Background: an optimization exercise with open tools, aiming at small area, a short achievable clock period and few clock cycles per item. Do not read the settings as production practice.
Power figures rest on the tool's default switching activity, not on a simulated workload.

==> flow/design.v <==
package rac_pkg;
	localparam int COORD_W = 11;
	localparam int REG_W   = 12;
	localparam int EXT_W   = 11;
	localparam int COLOR_W = 8;
	localparam int SUM_W   = 30;
	localparam int CNT_W   = 23;
	localparam logic [1:0] REG_LEFT   = 2'd0;
	localparam logic [1:0] REG_TOP    = 2'd1;
	localparam logic [1:0] REG_WIDTH  = 2'd2;
	localparam logic [1:0] REG_HEIGHT = 2'd3;
endpackage
module rac_add #(
	parameter int W = 8
) (
	input  logic [W-1:0] a,
	input  logic [W-1:0] b,
	input  logic         cin,
	output logic [W-1:0] sum,
	output logic         cout
);
	localparam int L = $clog2(W);
	logic [W-1:0] p, g;
	logic [W-1:0] gg [L+1];
	logic [W-1:0] pp [L+1];
	always_comb begin
		p = a ^ b;
		g = a & b;
		gg[0] = g;
		pp[0] = p;
		gg[0][0] = g[0] | (p[0] & cin);
		for (int l = 0; l < L; l++) begin
			for (int i = 0; i < W; i++) begin
				if (((i >> l) & 1) == 1) begin
					gg[l+1][i] = gg[l][i] | (pp[l][i] & gg[l][((i >> l) << l) - 1]);
					pp[l+1][i] = pp[l][i] & pp[l][((i >> l) << l) - 1];
				end else begin
					gg[l+1][i] = gg[l][i];
					pp[l+1][i] = pp[l][i];
				end
			end
		end
		sum[0] = p[0] ^ cin;
		for (int i = 1; i < W; i++) begin
			sum[i] = p[i] ^ gg[L][i-1];
		end
		cout = gg[L][W-1];
	end
endmodule
module rac_inc #(
	parameter int W = 8
) (
	input  logic [W-1:0] a,
	input  logic         inc,
	output logic [W-1:0] sum
);
	localparam int L = $clog2(W);
	logic [W-1:0] pp [L+1];
	always_comb begin
		pp[0] = a;
		for (int l = 0; l < L; l++) begin
			for (int i = 0; i < W; i++) begin
				if (((i >> l) & 1) == 1) begin
					pp[l+1][i] = pp[l][i] & pp[l][((i >> l) << l) - 1];
				end else begin
					pp[l+1][i] = pp[l][i];
				end
			end
		end
		sum[0] = a[0] ^ inc;
		for (int i = 1; i < W; i++) begin
			sum[i] = a[i] ^ (inc & pp[L][i-1]);
		end
	end
endmodule
module rac_front (
	input  logic                        clk,
	input  logic                        arst_n,
	input  logic                        wr_lo,
	input  logic                        wr_ext,
	input  logic [rac_pkg::REG_W-1:0]   data,
	input  logic [rac_pkg::COORD_W-1:0] p,
	output logic [1:0]                  hit    
);
	logic [rac_pkg::COORD_W-1:0] lo_q;
	logic [rac_pkg::EXT_W-1:0]   ext_q;
	logic [rac_pkg::COORD_W:0]   hi_q;
	always_ff @(posedge clk or negedge arst_n) begin
		if (!arst_n) begin
			lo_q  <= '0;
			ext_q <= '0;
		end else begin
			if (wr_lo) begin
				lo_q <= data[rac_pkg::REG_W-1] ? '0 : data[rac_pkg::COORD_W-1:0];
			end
			if (wr_ext) begin
				ext_q <= data[rac_pkg::EXT_W-1:0];
			end
		end
	end
	always_ff @(posedge clk) begin
		hi_q <= {1'b0, lo_q} + {1'b0, ext_q};
	end
	rac_add #(.W(rac_pkg::COORD_W)) u_ge (
		.a    (p),
		.b    (~lo_q),
		.cin  (1'b1),
		.sum  (),
		.cout (hit[0])
	);
	rac_add #(.W(rac_pkg::COORD_W+1)) u_le (
		.a    (hi_q),
		.b    (~{1'b0, p}),
		.cin  (1'b1),
		.sum  (),
		.cout (hit[1])
	);
endmodule
module rac_queue (
	input  logic                        clk,
	input  logic                        arst_n,
	input  logic                        take,
	input  logic [3:0]                  hit,
	input  logic [rac_pkg::COLOR_W-1:0] pixel_red,
	input  logic [rac_pkg::COLOR_W-1:0] pixel_green,
	input  logic [rac_pkg::COLOR_W-1:0] pixel_blue,
	input  logic                        last_pixel,
	output logic                        s_valid,
	output logic [3:0]                  s_hit,
	output logic [rac_pkg::COLOR_W-1:0] s_red,
	output logic [rac_pkg::COLOR_W-1:0] s_green,
	output logic [rac_pkg::COLOR_W-1:0] s_blue,
	output logic                        s_last
);
	always_ff @(posedge clk or negedge arst_n) begin
		if (!arst_n) begin
			s_valid <= 1'b0;
		end else begin
			s_valid <= take;
		end
	end
	always_ff @(posedge clk) begin
		s_hit   <= hit;
		s_red   <= pixel_red;
		s_green <= pixel_green;
		s_blue  <= pixel_blue;
		s_last  <= last_pixel;
	end
endmodule
module rac_accum (
	input  logic                        clk,
	input  logic                        clr,
	input  logic                        div,
	input  logic                        add,
	input  logic [rac_pkg::COLOR_W-1:0] color,
	input  logic [rac_pkg::SUM_W:0]     div_in,
	output logic [rac_pkg::SUM_W:0]     acc,
	output logic [rac_pkg::COLOR_W-1:0] mean
);
	localparam int SW = rac_pkg::SUM_W;
	localparam int MW = rac_pkg::COLOR_W;
	logic [SW:0] acc_q;
	logic        cy_q;
	logic [MW-1:0]    lo_sum;
	logic             lo_cy;
	logic [SW-MW-1:0] hi_sum;
	rac_add #(.W(MW)) u_lo (.a(acc_q[MW-1:0]), .b(color), .cin(1'b0), .sum(lo_sum), .cout(lo_cy));
	rac_inc #(.W(SW-MW)) u_hi (.a(acc_q[SW-1:MW]), .inc(cy_q), .sum(hi_sum));
	always_ff @(posedge clk) begin
		if (clr) begin
			acc_q <= '0;
			cy_q  <= 1'b0;
		end else if (div) begin
			acc_q <= div_in;
			cy_q  <= 1'b0;
		end else begin
			acc_q <= {1'b0, hi_sum, add ? lo_sum : acc_q[MW-1:0]};
			cy_q  <= add && lo_cy;
		end
	end
	assign acc  = acc_q;
	assign mean = acc_q[MW-1:0];
endmodule
module rac_step (
	input  logic [rac_pkg::SUM_W:0]   acc,
	input  logic                      sub,
	input  logic [rac_pkg::CNT_W-1:0] opnd,
	output logic [rac_pkg::SUM_W:0]   next
);
	localparam int SW = rac_pkg::SUM_W;
	localparam int CW = rac_pkg::CNT_W;
	localparam int LO = SW - CW;   
	logic [CW:0] rem;
	rac_add #(.W(CW+1)) u_add (
		.a    (acc[SW:LO]),
		.b    ({sub, opnd}),
		.cin  (sub),
		.sum  (rem),
		.cout ()
	);
	assign next = {rem[CW-1:0], acc[LO-1:0], !rem[CW]};
endmodule
module rac_div (
	input  logic       clk,
	input  logic       arst_n,
	input  logic       pixel_valid,
	input  logic       last_pixel,
	input  logic       cfg_wr_en,
	input  logic       s_valid,
	input  logic       s_last,
	input  logic       counted,
	input  logic       mean_ready,
	output logic       pixel_ready,
	output logic       take,
	output logic       clr,
	output logic       div,
	output logic       start,
	output logic       last,
	output logic       mean_valid,
	output logic       region_empty
);
	logic       open_q, open_n;
	logic       end_q;
	logic [4:0] step_q;
	assign take  = pixel_valid && pixel_ready;
	assign start = end_q && !region_empty;
	assign last  = step_q == '0;
	assign open_n = (open_q || clr || (mean_valid && mean_ready)) && !(take && last_pixel);
	always_ff @(posedge clk or negedge arst_n) begin
		if (!arst_n) begin
			pixel_ready <= 1'b0;
			open_q      <= 1'b0;
			clr         <= 1'b1;
			end_q       <= 1'b0;
			div         <= 1'b0;
			mean_valid  <= 1'b0;
		end else begin
			open_q      <= open_n;
			pixel_ready <= open_n && !cfg_wr_en;
			clr   <= mean_valid && mean_ready;
			end_q <= s_valid && s_last;
			if (start) begin
				div <= 1'b1;
			end else if (last) begin
				div <= 1'b0;
			end
			if (mean_valid && mean_ready) begin
				mean_valid <= 1'b0;
			end else if ((div && last) || (end_q && region_empty)) begin
				mean_valid <= 1'b1;
			end
		end
	end
	always_ff @(posedge clk) begin
		if (clr) begin
			region_empty <= 1'b1;
		end else if (counted) begin
			region_empty <= 1'b0;
		end
		if (div) begin
			step_q <= step_q - 1'b1;
		end else begin
			step_q <= 5'd23;
		end
	end
endmodule
module region_average_color_core (
	input  logic       clk,
	input  logic       arst_n,
	input  logic       cfg_wr_en,
	input  logic [1:0] cfg_index,
	input  logic [11:0] cfg_data,
	input  logic        pixel_valid,
	output logic        pixel_ready,
	input  logic [10:0] pixel_x,
	input  logic [10:0] pixel_y,
	input  logic [7:0]  pixel_blue,
	input  logic [7:0]  pixel_green,
	input  logic [7:0]  pixel_red,
	input  logic        last_pixel,
	output logic        mean_valid,
	input  logic        mean_ready,
	output logic [7:0]  mean_red,
	output logic [7:0]  mean_green,
	output logic [7:0]  mean_blue,
	output logic [22:0] inside_count,
	output logic        region_empty
);
	localparam int CW = rac_pkg::CNT_W;
	logic [1:0] in_x, in_y;
	rac_front u_fx (
		.clk    (clk),
		.arst_n (arst_n),
		.wr_lo  (cfg_wr_en && cfg_index == rac_pkg::REG_LEFT),
		.wr_ext (cfg_wr_en && cfg_index == rac_pkg::REG_WIDTH),
		.data   (cfg_data),
		.p      (pixel_x),
		.hit    (in_x)
	);
	rac_front u_fy (
		.clk    (clk),
		.arst_n (arst_n),
		.wr_lo  (cfg_wr_en && cfg_index == rac_pkg::REG_TOP),
		.wr_ext (cfg_wr_en && cfg_index == rac_pkg::REG_HEIGHT),
		.data   (cfg_data),
		.p      (pixel_y),
		.hit    (in_y)
	);
	logic        take, clr, div;
	logic        s_valid, s_last;
	logic [3:0]  s_hit;
	logic [7:0]  s_red, s_green, s_blue;
	rac_queue u_in (
		.clk         (clk),
		.arst_n      (arst_n),
		.take        (take),
		.hit         ({in_y, in_x}),
		.pixel_red   (pixel_red),
		.pixel_green (pixel_green),
		.pixel_blue  (pixel_blue),
		.last_pixel  (last_pixel),
		.s_valid     (s_valid),
		.s_hit       (s_hit),
		.s_red       (s_red),
		.s_green     (s_green),
		.s_blue      (s_blue),
		.s_last      (s_last)
	);
	localparam int SW = rac_pkg::SUM_W;
	logic [CW-1:0] tally_q, tally_next;
	logic          counted, start, last, sub_q, sub_n;
	logic [SW:0]   acc_r, acc_g, acc_b, step_b;
	assign counted = s_valid && (&s_hit) && !tally_q[CW-1];
	rac_inc #(.W(CW)) u_tally (.a(tally_q), .inc(counted), .sum(tally_next));
	assign sub_n = start || (div && !last && !acc_g[SW]);
	always_ff @(posedge clk) begin
		if (clr) begin
			tally_q <= '0;
		end else if (start || div) begin
			tally_q <= tally_q ^ {CW{sub_q ^ sub_n}};
		end else begin
			tally_q <= tally_next;
		end
		sub_q <= sub_n;
	end
	rac_step u_step (.acc(acc_b), .sub(sub_q), .opnd(tally_q), .next(step_b));
	rac_accum u_r (.clk(clk), .clr(clr), .div(div), .add(counted), .color(s_red),
		.div_in(step_b), .acc(acc_r), .mean(mean_red));
	rac_accum u_g (.clk(clk), .clr(clr), .div(div), .add(counted), .color(s_green),
		.div_in(acc_r), .acc(acc_g), .mean(mean_green));
	rac_accum u_b (.clk(clk), .clr(clr), .div(div), .add(counted), .color(s_blue),
		.div_in(acc_g), .acc(acc_b), .mean(mean_blue));
	rac_div u_ctl (
		.clk          (clk),
		.arst_n       (arst_n),
		.pixel_valid  (pixel_valid),
		.last_pixel   (last_pixel),
		.cfg_wr_en    (cfg_wr_en),
		.s_valid      (s_valid),
		.s_last       (s_last),
		.counted      (counted),
		.mean_ready   (mean_ready),
		.pixel_ready  (pixel_ready),
		.take         (take),
		.clr          (clr),
		.div          (div),
		.start        (start),
		.last         (last),
		.mean_valid   (mean_valid),
		.region_empty (region_empty)
	);
	assign inside_count = tally_q;
endmodule
==> flow/config.mk <==
export PLATFORM = sky130hd
export DESIGN_NAME = region_average_color_core
export DESIGN_NICKNAME = region_average_color_core
export VERILOG_FILES = /design/flow/design.v
export SDC_FILE = /design/flow/constraint.sdc
export NUM_CORES = 4
export LEC_CHECK = 0
export CAP_MARGIN = 20
export CORE_MARGIN = 2
export CORE_UTILIZATION = 40
export CTS_CLUSTER_DIAMETER = 80
export CTS_CLUSTER_SIZE = 20
export SETUP_SLACK_MARGIN = 3.3
export SLEW_MARGIN = 20
==> flow/constraint.sdc <==
create_clock -name core_clock -period 6.0 [get_ports {clk}]
set_input_delay 1.2000 -clock core_clock [delete_from_list [all_inputs] [get_ports {clk}]]
set_output_delay 1.2000 -clock core_clock [all_outputs]
set_load 0.01 [all_outputs]
standard.sh (not shown) runs the stock make flow with config.mk's settings and CLKGATE_MAP_FILE= SYNTH_SCRIPT=/design/flow/synth_recipe.tcl, a recipe that flattens the netlist after the stock synthesis.
==> flow/flow/run.sh <==
#!/bin/bash
# The standard layout (standard.sh, ORFS from synthesis to finish) with one
# change: the buffer placed on each input and output port is the plain
# sky130_fd_sc_hd__buf_1 instead of the delay cell buffer_ports picks by
# default. make's full output goes to standard.log; ORFS's per-step logs stay
# under orfs/logs/.
set -uo pipefail
export BUFFER_PORTS_ARGS="-buffer_cell sky130_fd_sc_hd__buf_1"
bash standard.sh > standard.log 2>&1
Then changed:
--- a/flow/design.v
+++ b/flow/design.v
@@ -81,11 +81,11 @@
 	input  logic [rac_pkg::REG_W-1:0]   data,
 	input  logic [rac_pkg::COORD_W-1:0] p,
 	output logic [1:0]                  hit    
 );
+	localparam int W = rac_pkg::COORD_W + 1;
 	logic [rac_pkg::COORD_W-1:0] lo_q;
 	logic [rac_pkg::EXT_W-1:0]   ext_q;
-	logic [rac_pkg::COORD_W:0]   hi_q;
 	always_ff @(posedge clk or negedge arst_n) begin
 		if (!arst_n) begin
 			lo_q  <= '0;
 			ext_q <= '0;
@@ -97,25 +97,31 @@
 				ext_q <= data[rac_pkg::EXT_W-1:0];
 			end
 		end
 	end
-	always_ff @(posedge clk) begin
-		hi_q <= {1'b0, lo_q} + {1'b0, ext_q};
-	end
 	rac_add #(.W(rac_pkg::COORD_W)) u_ge (
 		.a    (p),
 		.b    (~lo_q),
 		.cin  (1'b1),
 		.sum  (),
 		.cout (hit[0])
 	);
-	rac_add #(.W(rac_pkg::COORD_W+1)) u_le (
-		.a    (hi_q),
-		.b    (~{1'b0, p}),
-		.cin  (1'b1),
+	logic [W-1:0] a, b, c, sv, cv, mj;
+	logic         cy;
+	assign a  = {1'b0, lo_q};
+	assign b  = {1'b0, ext_q};
+	assign c  = ~{1'b0, p};
+	assign sv = a ^ b ^ c;
+	assign mj = (a & b) | (a & c) | (b & c);
+	assign cv = {mj[W-2:0], 1'b1};
+	rac_add #(.W(W)) u_le (
+		.a    (sv),
+		.b    (cv),
+		.cin  (1'b0),
 		.sum  (),
-		.cout (hit[1])
+		.cout (cy)
 	);
+	assign hit[1] = cy ^ mj[W-1];
 endmodule
 module rac_queue (
 	input  logic                        clk,
 	input  logic                        arst_n,
@@ -134,14 +140,15 @@
 );
 	always_ff @(posedge clk or negedge arst_n) begin
 		if (!arst_n) begin
 			s_valid <= 1'b0;
+			s_hit   <= 1'b0;
 		end else begin
 			s_valid <= take;
+			s_hit   <= hit & {4{take}};
 		end
 	end
 	always_ff @(posedge clk) begin
-		s_hit   <= hit;
 		s_red   <= pixel_red;
 		s_green <= pixel_green;
 		s_blue  <= pixel_blue;
 		s_last  <= last_pixel;
@@ -204,9 +211,8 @@
 	input  logic       clk,
 	input  logic       arst_n,
 	input  logic       pixel_valid,
 	input  logic       last_pixel,
-	input  logic       cfg_wr_en,
 	input  logic       s_valid,
 	input  logic       s_last,
 	input  logic       counted,
 	input  logic       mean_ready,
@@ -235,9 +241,9 @@
 			div         <= 1'b0;
 			mean_valid  <= 1'b0;
 		end else begin
 			open_q      <= open_n;
-			pixel_ready <= open_n && !cfg_wr_en;
+			pixel_ready <= open_n;
 			clr   <= mean_valid && mean_ready;
 			end_q <= s_valid && s_last;
 			if (start) begin
 				div <= 1'b1;
@@ -329,9 +335,9 @@
 	localparam int SW = rac_pkg::SUM_W;
 	logic [CW-1:0] tally_q, tally_next;
 	logic          counted, start, last, sub_q, sub_n;
 	logic [SW:0]   acc_r, acc_g, acc_b, step_b;
-	assign counted = s_valid && (&s_hit) && !tally_q[CW-1];
+	assign counted = (&s_hit) && !tally_q[CW-1];
 	rac_inc #(.W(CW)) u_tally (.a(tally_q), .inc(counted), .sum(tally_next));
 	assign sub_n = start || (div && !last && !acc_g[SW]);
 	always_ff @(posedge clk) begin
 		if (clr) begin
@@ -354,9 +360,8 @@
 		.clk          (clk),
 		.arst_n       (arst_n),
 		.pixel_valid  (pixel_valid),
 		.last_pixel   (last_pixel),
-		.cfg_wr_en    (cfg_wr_en),
 		.s_valid      (s_valid),
 		.s_last       (s_last),
 		.counted      (counted),
 		.mean_ready   (mean_ready),
Effect: The changed run ran to the end with no violations. Setup slack got worse by 0.23 ns. Area after synthesis shrinks by about 5.4%. Clock power is lower by about 6%. Clock skew increases by 0.019 ns. Cell area is lower by about 4%. Sequential share of layout area shrinks by 2.1 points. Synthesized cell count is lower by about 4%.
Function was not checked in any run of this note: the RTL went through the layout flow alone.

[re-timing with driven ports]
The flow's constraints put no driver on any port. The routed layouts listed below were extracted and timed again, unchanged, in two steps. Step 1: set_driving_cell puts a clkbuf_16 on clk and a buf_2 on each other input, an assumption about the parent block. Step 2 adds t to the input delays and takes it off the output delays; t is the mean of the earliest and latest rising clock arrival at the registers after step 1. Input paths then give back, and output paths get back, about the clock's delay inside the block. a / b / c = no drivers / after step 1 / after step 2; a / b = the first two.
| run | t, ns | slack for setup (ns) | latest minus earliest clock arrival (ns) | worst register clock-pin slew, ns |
|---|---|---|---|---|
| the first run | 0.538 | 3.369 / 3.369 / 3.037 | 0.029 / 0.029 | 0.09 / 0.09 |
| the second run | 0.540 | 3.134 / 3.147 / 2.606 | 0.041 / 0.041 | 0.09 / 0.09 |
After both steps every run listed still meets setup and hold. The setup slack of the second run, which loses most, moves by +0.013 ns with the drivers and by -0.528 ns with both steps.
